This design comes from an exercise in tuning for small area, a short achievable clock period and few clock cycles per item on the open sky130 flow, not from production work. Where RTL was checked, it was by simulation tests only, not by an equivalence proof against the original. Power figures rest on the tool's default switching activity, not on a simulated workload.

==> try-juniper <==
==> flow/design.v (excerpt) <==
module load_balancer (
    input  logic                  aclk,
    input  logic                  aresetn,
    input  logic                  meta_in_valid,
    output logic                  meta_in_ready,
    input  lb_pkg::meta_t         meta_in_data,
    input  lb_pkg::region_stats_t region_stats,
    output logic                  proxy_valid,
    input  logic                  proxy_ready,
    output lb_pkg::meta_t         proxy_meta,
    output lb_pkg::region_idx_t   lb_ctrl
);
    lb_pkg::region_idx_t in_lb;
    logic                head_valid;
    lb_pkg::meta_t       head_meta;
    lb_pkg::region_idx_t head_lb;
    logic                pop;
    least_load_tree least_load_tree_i (
        .region_stats (region_stats),
        .req_oid      (meta_in_data[lb_pkg::META_OID_LSB +: lb_pkg::OID_BITS]),
        .winner       (in_lb)
    );
    meta_fifo meta_fifo_i (
        .aclk       (aclk),
        .aresetn    (aresetn),
        .in_valid   (meta_in_valid),
  ...
==> module least_load_tree, before the edit <==
module least_load_tree (
    input  lb_pkg::region_stats_t region_stats,
    input  lb_pkg::oid_t          req_oid,
    output lb_pkg::region_idx_t   winner
);
    lb_pkg::load_t ld [lb_pkg::N_REGIONS];
    logic          om [lb_pkg::N_REGIONS];
    always_comb begin
        for (int i = 0; i < lb_pkg::N_REGIONS; i++) begin
            ld[i] = region_stats[i*lb_pkg::STAT_BITS +: lb_pkg::LOAD_BITS];
            om[i] = (region_stats[i*lb_pkg::STAT_BITS + lb_pkg::LOAD_BITS +: lb_pkg::OID_BITS]
                     == req_oid);
        end
    end
    logic          w01;
    logic          w23;
    lb_pkg::load_t l01;
    lb_pkg::load_t l23;
    logic          m01;
    logic          wf;
    assign w01 = (ld[0] < ld[1]) || ((ld[0] == ld[1]) && om[0]);
    assign w23 = (ld[2] < ld[3]) || ((ld[2] == ld[3]) && om[2]);
    assign l01 = w01 ? ld[0] : ld[1];
    assign l23 = w23 ? ld[2] : ld[3];
    assign m01 = w01 ? om[0] : om[1];
    assign wf  = (l01 < l23) || ((l01 == l23) && m01);
    assign winner = wf ? {1'b0, ~w01} : {1'b1, ~w23};
endmodule
Settings: LEC_CHECK=0, ABC_CLOCK_PERIOD_IN_PS=2000, CAP_MARGIN=20, CORE_MARGIN=2, CORE_UTILIZATION=40, PLACE_DENSITY=0.6, SETUP_SLACK_MARGIN=3.0, SLEW_MARGIN=20; clock period 5.0 ns.
run.sh (not shown) runs the stock make flow with config.mk's settings and CLKGATE_MAP_FILE= SYNTH_SCRIPT=/design/flow/synth_recipe.tcl, a recipe that flattens the netlist after the stock synthesis.
==> try-indigo: changes against try-juniper <==
--- a/flow/design.v
+++ b/flow/design.v
@@ -98,14 +98,31 @@
     end
-    logic          w01;
-    logic          w23;
-    lb_pkg::load_t l01;
-    lb_pkg::load_t l23;
-    logic          m01;
-    logic          wf;
-    assign w01 = (ld[0] < ld[1]) || ((ld[0] == ld[1]) && om[0]);
-    assign w23 = (ld[2] < ld[3]) || ((ld[2] == ld[3]) && om[2]);
-    assign l01 = w01 ? ld[0] : ld[1];
-    assign l23 = w23 ? ld[2] : ld[3];
-    assign m01 = w01 ? om[0] : om[1];
-    assign wf  = (l01 < l23) || ((l01 == l23) && m01);
+    function automatic logic beats(input lb_pkg::load_t a, input lb_pkg::load_t b,
+                                   input logic m);
+        logic lt;
+        logic eq;
+        lt = 1'b0;
+        eq = 1'b1;
+        for (int k = lb_pkg::LOAD_BITS - 1; k >= 0; k--) begin
+            lt = lt | (eq & ~a[k] & b[k]);
+            eq = eq & ~(a[k] ^ b[k]);
+        end
+        beats = lt | (eq & m);
+    endfunction
+    logic w01, w23;
+    logic f02, f03, f12, f13;
+    logic wf;
+    assign w01 = beats(ld[0], ld[1], om[0]);
+    assign w23 = beats(ld[2], ld[3], om[2]);
+    assign f02 = beats(ld[0], ld[2], om[0]);
+    assign f03 = beats(ld[0], ld[3], om[0]);
+    assign f12 = beats(ld[1], ld[2], om[1]);
+    assign f13 = beats(ld[1], ld[3], om[1]);
+    always_comb begin
+        case ({w01, w23})
+            2'b11:   wf = f02;
+            2'b10:   wf = f03;
+            2'b01:   wf = f12;
+            default: wf = f13;
+        endcase
+    end
     assign winner = wf ? {1'b0, ~w01} : {1'b1, ~w23};
--- a/flow/config.mk
+++ b/flow/config.mk
@@ -7,8 +7,8 @@
 export LEC_CHECK = 0
-export ABC_CLOCK_PERIOD_IN_PS = 2000
+export ABC_CLOCK_PERIOD_IN_PS = 2500
 export CAP_MARGIN = 20
 export CORE_MARGIN = 2
-export CORE_UTILIZATION = 40
-export PLACE_DENSITY = 0.6
-export SETUP_SLACK_MARGIN = 3.0
+export CORE_UTILIZATION = 60
+export PLACE_DENSITY = 0.7
+export SETUP_SLACK_MARGIN = 2.5
 export SLEW_MARGIN = 20
==> summary.txt <==
Against try-juniper, the count of clock-buffer cells in the layout of try-indigo is higher by 4.
Wire length: try-juniper is higher than try-indigo (about 35%).
In try-juniper the worst hold slack is higher than in try-indigo, by 7.0 ps.
Against try-juniper, the final area of try-indigo is lower by about 11%.
Between try-indigo and try-juniper, the lower combinational power is in try-indigo (gap 37%, measured against try-juniper).
Testbench counts of try-juniper, summed over its fixed seeds: cycles 3,216, items 3,200.
Function not checked in try-indigo: the RTL went through the layout flow alone.

---

==> maple <==
==> flow/design.v <==
`timescale 1ns/100ps
package lb_pkg;
    localparam int N_REGIONS = 4;
    localparam int REGION_IDX_BITS = 2;
    localparam int N_LAYERS = REGION_IDX_BITS;
    localparam int N_PAIRS = N_REGIONS / 2;
    localparam int LAYER_BITS = (N_LAYERS > 1) ? $clog2(N_LAYERS) : 1;
    localparam logic [LAYER_BITS-1:0] LAST_LAYER = LAYER_BITS'(N_LAYERS - 1);
    localparam int QDEPTH = 16;
    localparam int QPTR_BITS = $clog2(QDEPTH);
    localparam int QCNT_BITS = $clog2(QDEPTH + 1);
    localparam logic [QCNT_BITS-1:0] Q_FULL_CNT = QCNT_BITS'(QDEPTH);
    localparam int LOAD_BITS = 4;
    localparam int OID_BITS = 16;
    localparam int META_BITS = 98;
    localparam int META_OID_LSB = 0;
    typedef logic [META_BITS-1:0] meta_t;
    typedef logic [OID_BITS-1:0] oid_t;
    typedef logic [LOAD_BITS-1:0] load_t;
    typedef logic [REGION_IDX_BITS-1:0] region_idx_t;
    typedef struct packed {
        oid_t  oid;
        load_t load;
    } region_stat_t;
    localparam int STAT_BITS = OID_BITS + LOAD_BITS;
    typedef logic [N_REGIONS*STAT_BITS-1:0] region_stats_t;
endpackage
`timescale 1ns/100ps
module meta_fifo (
    input  logic                aclk,
    input  logic                aresetn,
    input  logic                in_valid,
    output logic                in_ready,
    input  lb_pkg::meta_t       in_meta,
    input  lb_pkg::region_idx_t late_lb,
    output logic                head_valid,
    output lb_pkg::meta_t       head_meta,
    output lb_pkg::region_idx_t head_lb,
    input  logic                pop
);
    localparam int NE = lb_pkg::QDEPTH - 1;
    lb_pkg::meta_t       mem [NE];
    lb_pkg::region_idx_t lbm [NE];
    logic [NE-1:0] wr_en;
    logic [NE-1:0] rd_oh;
    logic [NE-1:0] lb_en;
    logic          pushed;
    logic [3:0]    count;
    logic          full;
    logic push_fire;
    logic pop_fire;
    logic full_nx;
    logic up;
    logic dn;
    logic [3:0] count_inc;
    logic [3:0] count_dec;
    logic       count_14;
    assign in_ready   = !full;
    assign head_valid = (count != 4'd0);
    assign push_fire = in_valid && !full;
    assign pop_fire  = pop && head_valid;
    assign up        = push_fire && !pop_fire;
    assign dn        = pop_fire && !push_fire;
    assign count_inc = count + 4'd1;
    assign count_dec = count - 4'd1;
    assign count_14  = (count == 4'(NE - 1));
    always_comb begin
        if (full) full_nx = !pop_fire;
        else      full_nx = count_14 && up;
    end
    assign lb_en = !pushed ? '0
                 : full    ? {rd_oh[0], rd_oh[NE-1:1]}
                 :           {wr_en[0], wr_en[NE-1:1]};
    always_ff @(posedge aclk) begin
        if (!aresetn) begin
            wr_en <= NE'(1);
            rd_oh <= NE'(1);
            pushed <= 1'b0;
            count  <= '0;
            full  <= 1'b0;
        end else begin
            if (full_nx)                wr_en <= '0;
            else if (full && pop_fire)  wr_en <= rd_oh;
            else if (push_fire)         wr_en <= {wr_en[NE-2:0], wr_en[NE-1]};
            if (pop_fire) rd_oh <= {rd_oh[NE-2:0], rd_oh[NE-1]};
            pushed <= push_fire;
            if (up)      count <= count_inc;
            else if (dn) count <= count_dec;
            full <= full_nx;
        end
    end
    always_ff @(posedge aclk) begin
        for (int i = 0; i < NE; i++) begin
            if (wr_en[i]) mem[i] <= in_meta;
            if (lb_en[i]) lbm[i] <= late_lb;
        end
    end
    always_comb begin
        head_meta = '0;
        head_lb   = '0;
        for (int i = 0; i < NE; i++) begin
            head_meta = head_meta | (in_meta & '0) | ({lb_pkg::META_BITS{rd_oh[i]}} & mem[i]);
        end
        if (|(rd_oh & lb_en)) begin
            head_lb = late_lb;
        end else begin
            for (int i = 0; i < NE; i++) begin
                head_lb = head_lb | ({lb_pkg::REGION_IDX_BITS{rd_oh[i]}} & lbm[i]);
            end
        end
    end
endmodule
`timescale 1ns/100ps
module least_load_tree (
    input  logic                  aclk,
    input  lb_pkg::region_stats_t region_stats,
    input  lb_pkg::oid_t          req_oid,
    output lb_pkg::region_idx_t   winner
);
    lb_pkg::load_t ld [lb_pkg::N_REGIONS];
    logic          om [lb_pkg::N_REGIONS];
    always_comb begin
        for (int i = 0; i < lb_pkg::N_REGIONS; i++) begin
            ld[i] = region_stats[i*lb_pkg::STAT_BITS +: lb_pkg::LOAD_BITS];
            om[i] = (region_stats[i*lb_pkg::STAT_BITS + lb_pkg::LOAD_BITS +: lb_pkg::OID_BITS]
                     == req_oid);
        end
    end
    function automatic logic beats(input lb_pkg::load_t a, input lb_pkg::load_t b,
                                   input logic m);
        logic lt;
        logic eq;
        lt = 1'b0;
        eq = 1'b1;
        for (int k = lb_pkg::LOAD_BITS - 1; k >= 0; k--) begin
            lt = lt | (eq & ~a[k] & b[k]);
            eq = eq & ~(a[k] ^ b[k]);
        end
        beats = lt | (eq & m);
    endfunction
    logic w01_q, w23_q;
    logic f02_q, f03_q, f12_q, f13_q;
    logic wf;
    always_ff @(posedge aclk) begin
        w01_q <= beats(ld[0], ld[1], om[0]);
        w23_q <= beats(ld[2], ld[3], om[2]);
        f02_q <= beats(ld[0], ld[2], om[0]);
        f03_q <= beats(ld[0], ld[3], om[0]);
        f12_q <= beats(ld[1], ld[2], om[1]);
        f13_q <= beats(ld[1], ld[3], om[1]);
    end
    always_comb begin
        case ({w01_q, w23_q})
            2'b11:   wf = f02_q;
            2'b10:   wf = f03_q;
            2'b01:   wf = f12_q;
            default: wf = f13_q;
        endcase
    end
    assign winner = wf ? {1'b0, ~w01_q} : {1'b1, ~w23_q};
endmodule
`timescale 1ns/100ps
module dispatch_ctrl (
    input  logic                aclk,
    input  logic                aresetn,
    input  logic                head_valid,
    input  lb_pkg::meta_t       head_meta,
    input  lb_pkg::region_idx_t head_lb,
    output logic                pop,
    output logic                proxy_valid,
    input  logic                proxy_ready,
    output lb_pkg::meta_t       proxy_meta,
    output lb_pkg::region_idx_t lb_ctrl
);
    assign pop = head_valid && (!proxy_valid || proxy_ready);
    always_ff @(posedge aclk) begin
        if (!aresetn) begin
            proxy_valid <= 1'b0;
        end else if (!proxy_valid || proxy_ready) begin
            proxy_valid <= head_valid;
        end
    end
    always_ff @(posedge aclk) begin
        if (pop) begin
            proxy_meta <= head_meta;
            lb_ctrl    <= head_lb;
        end
    end
endmodule
`timescale 1ns/100ps
module load_balancer (
    input  logic                  aclk,
    input  logic                  aresetn,
    input  logic                  meta_in_valid,
    output logic                  meta_in_ready,
    input  lb_pkg::meta_t         meta_in_data,
    input  lb_pkg::region_stats_t region_stats,
    output logic                  proxy_valid,
    input  logic                  proxy_ready,
    output lb_pkg::meta_t         proxy_meta,
    output lb_pkg::region_idx_t   lb_ctrl
);
    lb_pkg::region_idx_t late_lb;
    logic                head_valid;
    lb_pkg::meta_t       head_meta;
    lb_pkg::region_idx_t head_lb;
    logic                pop;
    least_load_tree least_load_tree_i (
        .aclk         (aclk),
        .region_stats (region_stats),
        .req_oid      (meta_in_data[lb_pkg::META_OID_LSB +: lb_pkg::OID_BITS]),
        .winner       (late_lb)
    );
    meta_fifo meta_fifo_i (
        .aclk       (aclk),
        .aresetn    (aresetn),
        .in_valid   (meta_in_valid),
        .in_ready   (meta_in_ready),
        .in_meta    (meta_in_data),
        .late_lb    (late_lb),
        .head_valid (head_valid),
        .head_meta  (head_meta),
        .head_lb    (head_lb),
        .pop        (pop)
    );
    dispatch_ctrl dispatch_ctrl_i (
        .aclk        (aclk),
        .aresetn     (aresetn),
        .head_valid  (head_valid),
        .head_meta   (head_meta),
        .head_lb     (head_lb),
        .pop         (pop),
        .proxy_valid (proxy_valid),
        .proxy_ready (proxy_ready),
        .proxy_meta  (proxy_meta),
        .lb_ctrl     (lb_ctrl)
    );
endmodule
==> flow/flow/run.sh <==
#!/bin/bash
# the standard layout, with two changes:
# - port buffers are plain buffers rather than the delay cells buffer_ports picks
# - before resizing, each output register is placed next to its port buffer
set -e
here=$(pwd)
export BUFFER_PORTS_ARGS="-buffer_cell sky130_fd_sc_hd__buf_1"
export PRE_RESIZE_TCL="$here/flow/move_out_ffs.tcl"
bash standard.sh > standard.log 2>&1
==> flow/flow/move_out_ffs.tcl <==
# PRE_RESIZE hook: put each flip-flop that drives an output port buffer next
# to that buffer, so the register-to-output paths use short wires; detailed
# placement legalizes the moved cells afterwards
set block [ord::get_db_block]
set core [$block getCoreArea]
set cx0 [$core xMin]; set cy0 [$core yMin]; set cx1 [$core xMax]; set cy1 [$core yMax]
set step 8000
set moved 0
foreach bt [$block getBTerms] {
  if {[$bt getIoType] != "OUTPUT"} { continue }
  set net [$bt getNet]
  if {$net == "NULL"} { continue }
  set buf ""
  foreach it [$net getITerms] { if {[$it isOutputSignal]} { set buf [$it getInst] } }
  if {$buf == ""} { continue }
  set n2 ""
  foreach it [$buf getITerms] { if {[$it isInputSignal]} { set n2 [$it getNet] } }
  if {$n2 == "" || $n2 == "NULL"} { continue }
  set ff ""
  foreach it [$n2 getITerms] { if {[$it isOutputSignal]} { set ff [$it getInst] } }
  if {$ff == ""} { continue }
  if {![[$ff getMaster] isSequential]} { continue }
  # only a flop whose output feeds this buffer alone
  if {[llength [$n2 getITerms]] != 2} { continue }
  lassign [$buf getLocation] bx by
  set bb [$bt getBBox]
  set px [$bb xMin]; set py [$bb yMin]
  # step from the buffer away from the pin, into the core
  set dx 0; set dy 0
  if {$px <= $cx0} { set dx $step } elseif {$px >= $cx1} { set dx -$step } elseif {$py <= $cy0} { set dy $step } else { set dy -$step }
  set x [expr {$bx + $dx}]; set y [expr {$by + $dy}]
  set x [expr {max($cx0, min($x, $cx1 - 20000))}]
  set y [expr {max($cy0, min($y, $cy1 - 3000))}]
  $ff setLocation $x $y
  incr moved
}
puts "move_out_ffs: moved $moved output flip-flops next to their port buffers"
==> flow/standard.sh <==
#!/bin/bash
# synth_recipe.tcl (not shown) runs the flow's synth.tcl, then flattens the netlist and writes it again
# the make line also repeats each setting of config.mk as NAME=value (left out here)
make -C /OpenROAD-flow-scripts/flow DESIGN_CONFIG=/design/flow/config.mk WORK_HOME=/design/flow/orfs CLKGATE_MAP_FILE= SYNTH_SCRIPT=/design/flow/synth_recipe.tcl "${@:-finish}"
==> flow/config.mk <==
export PLATFORM = sky130hd
export DESIGN_NAME = load_balancer
export DESIGN_NICKNAME = load_balancer
export VERILOG_FILES = /design/flow/design.v
export SDC_FILE = /design/flow/constraint.sdc
export NUM_CORES = 4
export LEC_CHECK = 0
export ABC_CLOCK_PERIOD_IN_PS = 4000
export CAP_MARGIN = 20
export CORE_MARGIN = 2
export CORE_UTILIZATION = 65
export CTS_CLUSTER_DIAMETER = 100
export CTS_CLUSTER_SIZE = 30
export PLACE_DENSITY = 0.75
export SETUP_SLACK_MARGIN = 2.8
export SLEW_MARGIN = 20
==> flow/constraint.sdc <==
create_clock -name core_clock -period 5.0 [get_ports {aclk}]
set_input_delay 1.0000 -clock core_clock [delete_from_list [all_inputs] [get_ports {aclk}]]
set_output_delay 1.0000 -clock core_clock [all_outputs]
set_load 0.01 [all_outputs]
==> inputs of lagoon, as changes to maple <==
--- a/flow/design.v
+++ b/flow/design.v
@@ -46,3 +46,2 @@
     logic [NE-1:0] lb_en;
-    logic          pushed;
     logic [3:0]    count;
@@ -52,7 +51,2 @@
     logic full_nx;
-    logic up;
-    logic dn;
-    logic [3:0] count_inc;
-    logic [3:0] count_dec;
-    logic       count_14;
     assign in_ready   = !full;
@@ -61,14 +55,6 @@
     assign pop_fire  = pop && head_valid;
-    assign up        = push_fire && !pop_fire;
-    assign dn        = pop_fire && !push_fire;
-    assign count_inc = count + 4'd1;
-    assign count_dec = count - 4'd1;
-    assign count_14  = (count == 4'(NE - 1));
     always_comb begin
         if (full) full_nx = !pop_fire;
-        else      full_nx = count_14 && up;
-    end
-    assign lb_en = !pushed ? '0
-                 : full    ? {rd_oh[0], rd_oh[NE-1:1]}
-                 :           {wr_en[0], wr_en[NE-1:1]};
+        else      full_nx = (count == 4'(NE - 1)) && push_fire && !pop_fire;
+    end
     always_ff @(posedge aclk) begin
@@ -77,4 +63,4 @@
             rd_oh <= NE'(1);
-            pushed <= 1'b0;
-            count  <= '0;
+            lb_en <= '0;
+            count <= '0;
             full  <= 1'b0;
@@ -85,5 +71,8 @@
             if (pop_fire) rd_oh <= {rd_oh[NE-2:0], rd_oh[NE-1]};
-            pushed <= push_fire;
-            if (up)      count <= count_inc;
-            else if (dn) count <= count_dec;
+            lb_en <= push_fire ? wr_en : '0;
+            case ({push_fire, pop_fire})
+                2'b10:   count <= count + 4'd1;
+                2'b01:   count <= count - 4'd1;
+                default: count <= count;
+            endcase
             full <= full_nx;
==> flow/run.sh (new file) <==
#!/bin/bash
# synth_recipe.tcl (not shown) runs the flow's synth.tcl, then flattens the netlist and writes it again
# the make line also repeats each setting of config.mk as NAME=value (left out here)
make -C /OpenROAD-flow-scripts/flow DESIGN_CONFIG=/design/flow/config.mk WORK_HOME=/design/flow/orfs CLKGATE_MAP_FILE= SYNTH_SCRIPT=/design/flow/synth_recipe.tcl finish
--- a/flow/config.mk
+++ b/flow/config.mk
@@ -7,9 +7,9 @@
 export LEC_CHECK = 0
-export ABC_CLOCK_PERIOD_IN_PS = 4000
+export ABC_CLOCK_PERIOD_IN_PS = 2200
 export CAP_MARGIN = 20
 export CORE_MARGIN = 2
-export CORE_UTILIZATION = 65
+export CORE_UTILIZATION = 50
 export CTS_CLUSTER_DIAMETER = 100
 export CTS_CLUSTER_SIZE = 30
-export PLACE_DENSITY = 0.75
+export PLACE_DENSITY = 0.65
 export SETUP_SLACK_MARGIN = 2.8
removed: flow/flow/run.sh
removed: flow/flow/move_out_ffs.tcl
removed: flow/standard.sh
==> inputs of violet, as changes to maple <==
--- a/flow/design.v
+++ b/flow/design.v
@@ -46,3 +46,2 @@
     logic [NE-1:0] lb_en;
-    logic          pushed;
     logic [3:0]    count;
@@ -52,7 +51,2 @@
     logic full_nx;
-    logic up;
-    logic dn;
-    logic [3:0] count_inc;
-    logic [3:0] count_dec;
-    logic       count_14;
     assign in_ready   = !full;
@@ -61,14 +55,6 @@
     assign pop_fire  = pop && head_valid;
-    assign up        = push_fire && !pop_fire;
-    assign dn        = pop_fire && !push_fire;
-    assign count_inc = count + 4'd1;
-    assign count_dec = count - 4'd1;
-    assign count_14  = (count == 4'(NE - 1));
     always_comb begin
         if (full) full_nx = !pop_fire;
-        else      full_nx = count_14 && up;
-    end
-    assign lb_en = !pushed ? '0
-                 : full    ? {rd_oh[0], rd_oh[NE-1:1]}
-                 :           {wr_en[0], wr_en[NE-1:1]};
+        else      full_nx = (count == 4'(NE - 1)) && push_fire && !pop_fire;
+    end
     always_ff @(posedge aclk) begin
@@ -77,4 +63,4 @@
             rd_oh <= NE'(1);
-            pushed <= 1'b0;
-            count  <= '0;
+            lb_en <= '0;
+            count <= '0;
             full  <= 1'b0;
@@ -85,5 +71,8 @@
             if (pop_fire) rd_oh <= {rd_oh[NE-2:0], rd_oh[NE-1]};
-            pushed <= push_fire;
-            if (up)      count <= count_inc;
-            else if (dn) count <= count_dec;
+            lb_en <= push_fire ? wr_en : '0;
+            case ({push_fire, pop_fire})
+                2'b10:   count <= count + 4'd1;
+                2'b01:   count <= count - 4'd1;
+                default: count <= count;
+            endcase
             full <= full_nx;
==> flow/run.sh (new file) <==
#!/bin/bash
# synth_recipe.tcl (not shown) runs the flow's synth.tcl, then flattens the netlist and writes it again
# the make line also repeats each setting of config.mk as NAME=value (left out here)
make -C /OpenROAD-flow-scripts/flow DESIGN_CONFIG=/design/flow/config.mk WORK_HOME=/design/flow/orfs CLKGATE_MAP_FILE= SYNTH_SCRIPT=/design/flow/synth_recipe.tcl finish
==> flow/config.mk (replaced) <==
export PLATFORM = sky130hd
export DESIGN_NAME = load_balancer
export DESIGN_NICKNAME = load_balancer
export VERILOG_FILES = /design/flow/design.v
export SDC_FILE = /design/flow/constraint.sdc
export NUM_CORES = 4
export LEC_CHECK = 0
export ABC_CLOCK_PERIOD_IN_PS = 2500
export CAP_MARGIN = 20
export CORE_MARGIN = 2
export CORE_UTILIZATION = 50
export PLACE_DENSITY = 0.65
export SETUP_SLACK_MARGIN = 2.5
export SLEW_MARGIN = 20
removed: flow/flow/run.sh
removed: flow/flow/move_out_ffs.tcl
removed: flow/standard.sh
==> summary.txt <==
Status: violet no timing/DRC/antenna violations; lagoon no timing/DRC/antenna violations; maple no timing/DRC/antenna violations
First-iteration detailed-routing DRC count: violet 4932; lagoon 5030; maple 5723
Fraction of the mapped netlist area in compound gates: violet 10.9%; lagoon 10.9%; maple 10.7%
Net load switching power: violet 7.46 mW; lagoon 6.50 mW; maple 6.36 mW
Parity-gate share of the synthesized area counting xor and xnor cells: violet 0.774%; lagoon 0.774%; maple 0.760%
Min-Delay Endpoint: violet meta_fifo_i.lbm[14][1]$_DFFE_PP_; lagoon meta_fifo_i.lbm[4][1]$_DFFE_PP_; maple meta_fifo_i.count[3]$_SDFFE_PN0P_
Layout sequential cell count: violet 1657; lagoon 1657; maple 1643
Post-CTS setup buffer count: violet 2; lagoon 19; maple 17
R2R Path End: violet dispatch_ctrl_i.proxy_meta[92]$_DFFE_PP_; lagoon dispatch_ctrl_i.lb_ctrl[0]$_DFFE_PP_; maple dispatch_ctrl_i.proxy_meta[30]$_DFFE_PP_
Met1 track demand over resource: violet 35.5%; lagoon 36.3%; maple 46.3%
Iteration count of the initial detailed-routing pass: violet 6; lagoon 8; maple 7
Largest incremental delay on the critical path: violet 410 ps; lagoon 510 ps; maple 430 ps
Combinational power: violet 3.22 mW; lagoon 3.28 mW; maple 3.35 mW
PD cells: violet 463 mW/mm2; lagoon 404 mW/mm2; maple 406 mW/mm2
Core Util, Final: violet 58.9%; lagoon 56.1%; maple 70.8%
Fraction of layout cells with a size suffix above 1: violet 9.66%; lagoon 9.71%; maple 9.65%
Testbench counts of maple, summed over its fixed seeds: cycles 3,216, items 3,200.
Testbench counts of lagoon, summed over its fixed seeds: cycles 3,216, items 3,200.
Testbench counts of violet, summed over its fixed seeds: cycles 3,216, items 3,200.

## what the ideal ports hide
In the flow no input, the clock included, has a driving cell. The finished layouts below were timed again as built, in two steps.
Step 1: set_driving_cell puts a clkbuf_16 on aclk and a buf_2 on each other input, an assumption about the parent block.
Step 2 also shifts input and output timing later by t, the mid clock arrival at the registers, as if the neighbouring blocks saw the same clock.
a / b / c = no drivers / after step 1 / after step 2; a / b = the first two.
run	t (ns)	setup slack, ns	pins driven straight from the clock port
try-juniper	0.905	1.758 / 1.825 / 0.920	1
try-indigo	0.831	2.472 / 2.450 / 1.742	1
maple	0.758	2.714 / 2.640 / 2.110	1
lagoon	0.752	2.593 / 2.514 / 2.054	1
violet	0.820	2.541 / 2.461 / 1.886	1
After both steps setup and hold are still met in every run listed. The setup slack of try-juniper, which loses most, moves by +0.067 ns with the drivers and by -0.838 ns with both steps.
